What follows belongs to an exercise in optimizing a design on an open flow for small area, a short achievable clock period and few clock cycles; a production flow would make more cautious choices.
At most, simulation tests tie the RTL to the original design; equivalence was not proved.
Power and IR drop assume default switching activity.

Setup of rev 12:
==> flow/design.v (excerpt) <==
module sorted_insert_task_priority_queue #(
   parameter int TABLE_DEPTH = 16
) (
   input  logic        clock,
   input  logic        reset,
   input  logic        req_tvalid,
   output logic        req_tready,
   input  logic [47:0] req_tdata,
   output logic        rsp_tvalid,
   input  logic        rsp_tready,
   output logic [71:0] rsp_tdata,
   output logic        rsp_tlast,
   input  logic        csr_wen,
   input  logic        csr_wdata
);
   localparam int EW = stpq_pkg::ENTRY_W;    
   logic                 order_ff;
   logic [4:0]           count_ff;
   logic [15:0][3:0]     perm;
   logic [15:0][EW-1:0]  tbl;
   logic        a_valid;
   logic [1:0]  a_mode;
   logic [7:0]  a_id;
   logic [9:0]  a_d, a_w;
   logic [11:0] a_h;
   logic [10:0] a_a;
   logic [12:0] a_b;
   logic [3:0]  a_lw;
   logic [4:0]  a_lab;
   logic        u_valid;
   logic        u_sent;    
   logic [22:0] u_score;
   logic [7:0]  u_id;
   logic [9:0]  u_d, u_w;
   logic [11:0] u_h;
   logic [15:0] u_ah;      
   logic [3:0]  s_ptr;
   logic        o_valid;
   logic [64:0] o_data;
   logic        o_last;
  ...
export LEC_CHECK = 0
export ABC_CLOCK_PERIOD_IN_PS = 3000
export CAP_MARGIN = 20
export CORE_MARGIN = 2
export CORE_UTILIZATION = 60
export SETUP_SLACK_MARGIN = 5
export SLEW_MARGIN = 20
create_clock -name core_clock -period 9.0 [get_ports {clock}]
run.sh (not shown) runs the stock make flow with config.mk's settings and CLKGATE_MAP_FILE= SYNTH_SCRIPT=/design/flow/synth_recipe.tcl, a recipe that flattens the netlist after the stock synthesis.
[inputs] rev 13 vs rev 12
Settings: swapping 60 for 40 in CORE_UTILIZATION.
==> run notes <==
Rev 13 reports a lower routed length per placed instance than rev 12 does. Diff rev 12 -> rev 13 | fill cell instance count of the final layout | up by more than half. Rev 13 reports a higher shortest period the worst path allows than rev 12 does. Rev 12 → rev 13: fraction of standard cell area in multi-input logic shows a reduction of 0.66 points, post-detailed-route via-to-cell ratio -11%, fraction of area in registers dropped 0.81 points. Die size: rev 13 exceeds rev 12. | setup slack | rev 13 vs rev 12 | 0.061 ns lower |.
No run of this note included a check of the RTL's function; only the layout flow was run.

* * *

sorted_insert_task_priority_queue, a different RTL version from the one above (not shown whole).
Size in the first run: ~9200 cells after synthesis, ~1700 flip-flops, ~94000 sq um of cells after synthesis.
==> flow/design.v (excerpt) <==
module sorted_insert_task_priority_queue #(
   parameter int TABLE_DEPTH = 16
) (
   input  logic        clock,
   input  logic        reset,
   input  logic        req_tvalid,
   output logic        req_tready,
   input  logic [47:0] req_tdata,
   output logic        rsp_tvalid,
   input  logic        rsp_tready,
   output logic [71:0] rsp_tdata,
   output logic        rsp_tlast,
   input  logic        csr_wen,
   input  logic        csr_wdata
);
clock: 9.0 ns
lec_check: 0
abc_area: 1
cap_margin: 20
core_margin: 2
core_utilization: 40
setup_slack_margin: 5
slew_margin: 20
Testbench counts at the start, summed over its fixed seeds: cycles 7,467.
Next try:
- ABC_AREA: 1 -> not set
- ABC_CLOCK_PERIOD_IN_PS: not set -> 3000
After rerunning:
- The changed run went through all stages and came out clean
- hold slack loses 12 ps
- area after synthesis falls by 3.4%
- design area falls by 1.6%
- global-route usage falls by 0.42 points
- synthesized cell count falls by 23%
- combinational power rises by 56%
- total power rises by 7.1%
- setup slack loses 200 ps
- first-iteration DRC count falls by about 5%
- core utilization rises by 0.82 points
- wire length falls by about 4%

* * *

== main ==
sorted_insert_task_priority_queue, a different RTL version from the one above (not shown whole).
Size: ~6800 cells after synthesis, about 1700 flip-flops, about 130 I/O pins, about 93000 um2 of cells after synthesis.
Settings: LEC_CHECK=0, ABC_CLOCK_PERIOD_IN_PS=3000, CAP_MARGIN=20, CORE_MARGIN=2, CORE_UTILIZATION=40, SLEW_MARGIN=20; clock period 9.0 ns.
standard.sh (not shown) runs the stock make flow with config.mk's settings and CLKGATE_MAP_FILE= SYNTH_SCRIPT=/design/flow/synth_recipe.tcl, a recipe that flattens the netlist after the stock synthesis.
==> flow/flow/run.sh <==
#!/bin/bash
set -euo pipefail
cd "$(dirname "$0")/.."
bash standard.sh SETUP_SLACK_MARGIN=5.6 finish > flow_standard.log 2>&1
Testbench counts of main, summed over its fixed seeds: cycles 7,467.
Inputs modified between main and the feature branch:
- an added SETUP_SLACK_MARGIN of 5
==> flow/run.sh (new file) <==
#!/bin/bash
# synth_recipe.tcl (not shown) runs the flow's synth.tcl, then flattens the netlist and writes it again
# the make line also repeats each setting of config.mk as NAME=value (left out here)
make -C /OpenROAD-flow-scripts/flow DESIGN_CONFIG=/design/flow/config.mk WORK_HOME=/design/flow/orfs CLKGATE_MAP_FILE= SYNTH_SCRIPT=/design/flow/synth_recipe.tcl finish
removed: flow/flow/run.sh
removed: flow/standard.sh
### Flow results
Diff main -> the feature branch | wire length | down by a little under 10%
The feature branch reports its top routing layer in use as met5 while main reports met4.
main -> the feature branch: number of CTS-inserted buffers decreased by a few percent
Diff main -> the feature branch | internal power | down by a few percent
The feature branch completed end to end with timing, DRC and antenna clean.

* * *

Another version of the RTL of sorted_insert_task_priority_queue (not shown whole).
Size in the first run: ~7100 cells after synthesis, ~1700 flip-flops, about 130 I/O pins, about 92000 um^2 of cells after synthesis.
Design sorted_insert_task_priority_queue, start of the top module:
module sorted_insert_task_priority_queue #(
   parameter int TABLE_DEPTH = 16
) (
   input  logic        clock,
   input  logic        reset,
   input  logic        req_tvalid,
   output logic        req_tready,
   input  logic [47:0] req_tdata,
   output logic        rsp_tvalid,
   input  logic        rsp_tready,
   output logic [71:0] rsp_tdata,
   output logic        rsp_tlast,
   input  logic        csr_wen,
   input  logic        csr_wdata
);
clock: 9.0 ns
lec_check: 0
abc_clock_period_in_ps: 3000
cap_margin: 20
core_margin: 2
core_utilization: 60
setup_slack_margin: 5
slew_margin: 20
run.sh (not shown) runs the stock make flow with config.mk's settings and CLKGATE_MAP_FILE= SYNTH_SCRIPT=/design/flow/synth_recipe.tcl, a recipe that flattens the netlist after the stock synthesis.
Stock flow here: none of the scripts above is used.
Testbench counts at the start, summed over its fixed seeds: cycles 7,386.
==> next run, changes <==
- CORE_UTILIZATION: 60 -> 40
Effect: The new run passed the timing, DRC and antenna checks; combinational power goes down by 11%; worst setup slack is better by 0.090 ns; clock skew rises by 0.051 ns; routed wire length increases by 5.2%; worst hold slack got worse by 0.025 ns; cell area grows by 1.9%.

## separate check: timing with driven ports
No port has a modelled driver above. Below, the same layouts with a new extraction and two added sets of constraints.
Step 1, drivers: a clkbuf_16 drives clock and a buf_2 each remaining input, both assumed.
Step 2 moves the port delays by t, midway between the first and last clock arrival at a register: inputs arrive t later, outputs are due t later. That takes back most of the time a late clock gives input paths.
a / b / c = ideal ports / drivers / drivers and shift; a / b = the first two.
run	shift t [ns]	setup WS [ns]	worst setup path after step 2	slew at the worst register clock pin (ns)
rev 12	0.930	4.871 / 4.905 / 4.001	input to register	0.07 / 0.07
rev 13	0.934	4.810 / 4.859 / 3.925	input to register	0.07 / 0.07
the first run of note 2	0.930	5.033 / 5.032 / 4.254	input to register	0.07 / 0.07
the second run of note 2	0.940	4.832 / 4.832 / 4.215	input to register	0.07 / 0.07
main	0.936	5.109 / 5.128 / 4.191	input to register	0.07 / 0.07
the feature branch	0.915	4.982 / 4.982 / 4.239	input to register	0.07 / 0.07
the first run of note 4	0.895	4.711 / 4.711 / 4.207	input to register	0.07 / 0.07
the second run of note 4	0.926	4.801 / 4.801 / 4.116	input to register	0.07 / 0.07
After both steps every run listed still meets setup and hold. For main, which loses most, drivers alone change the setup slack by +0.019 ns; drivers and shift together by -0.918 ns.
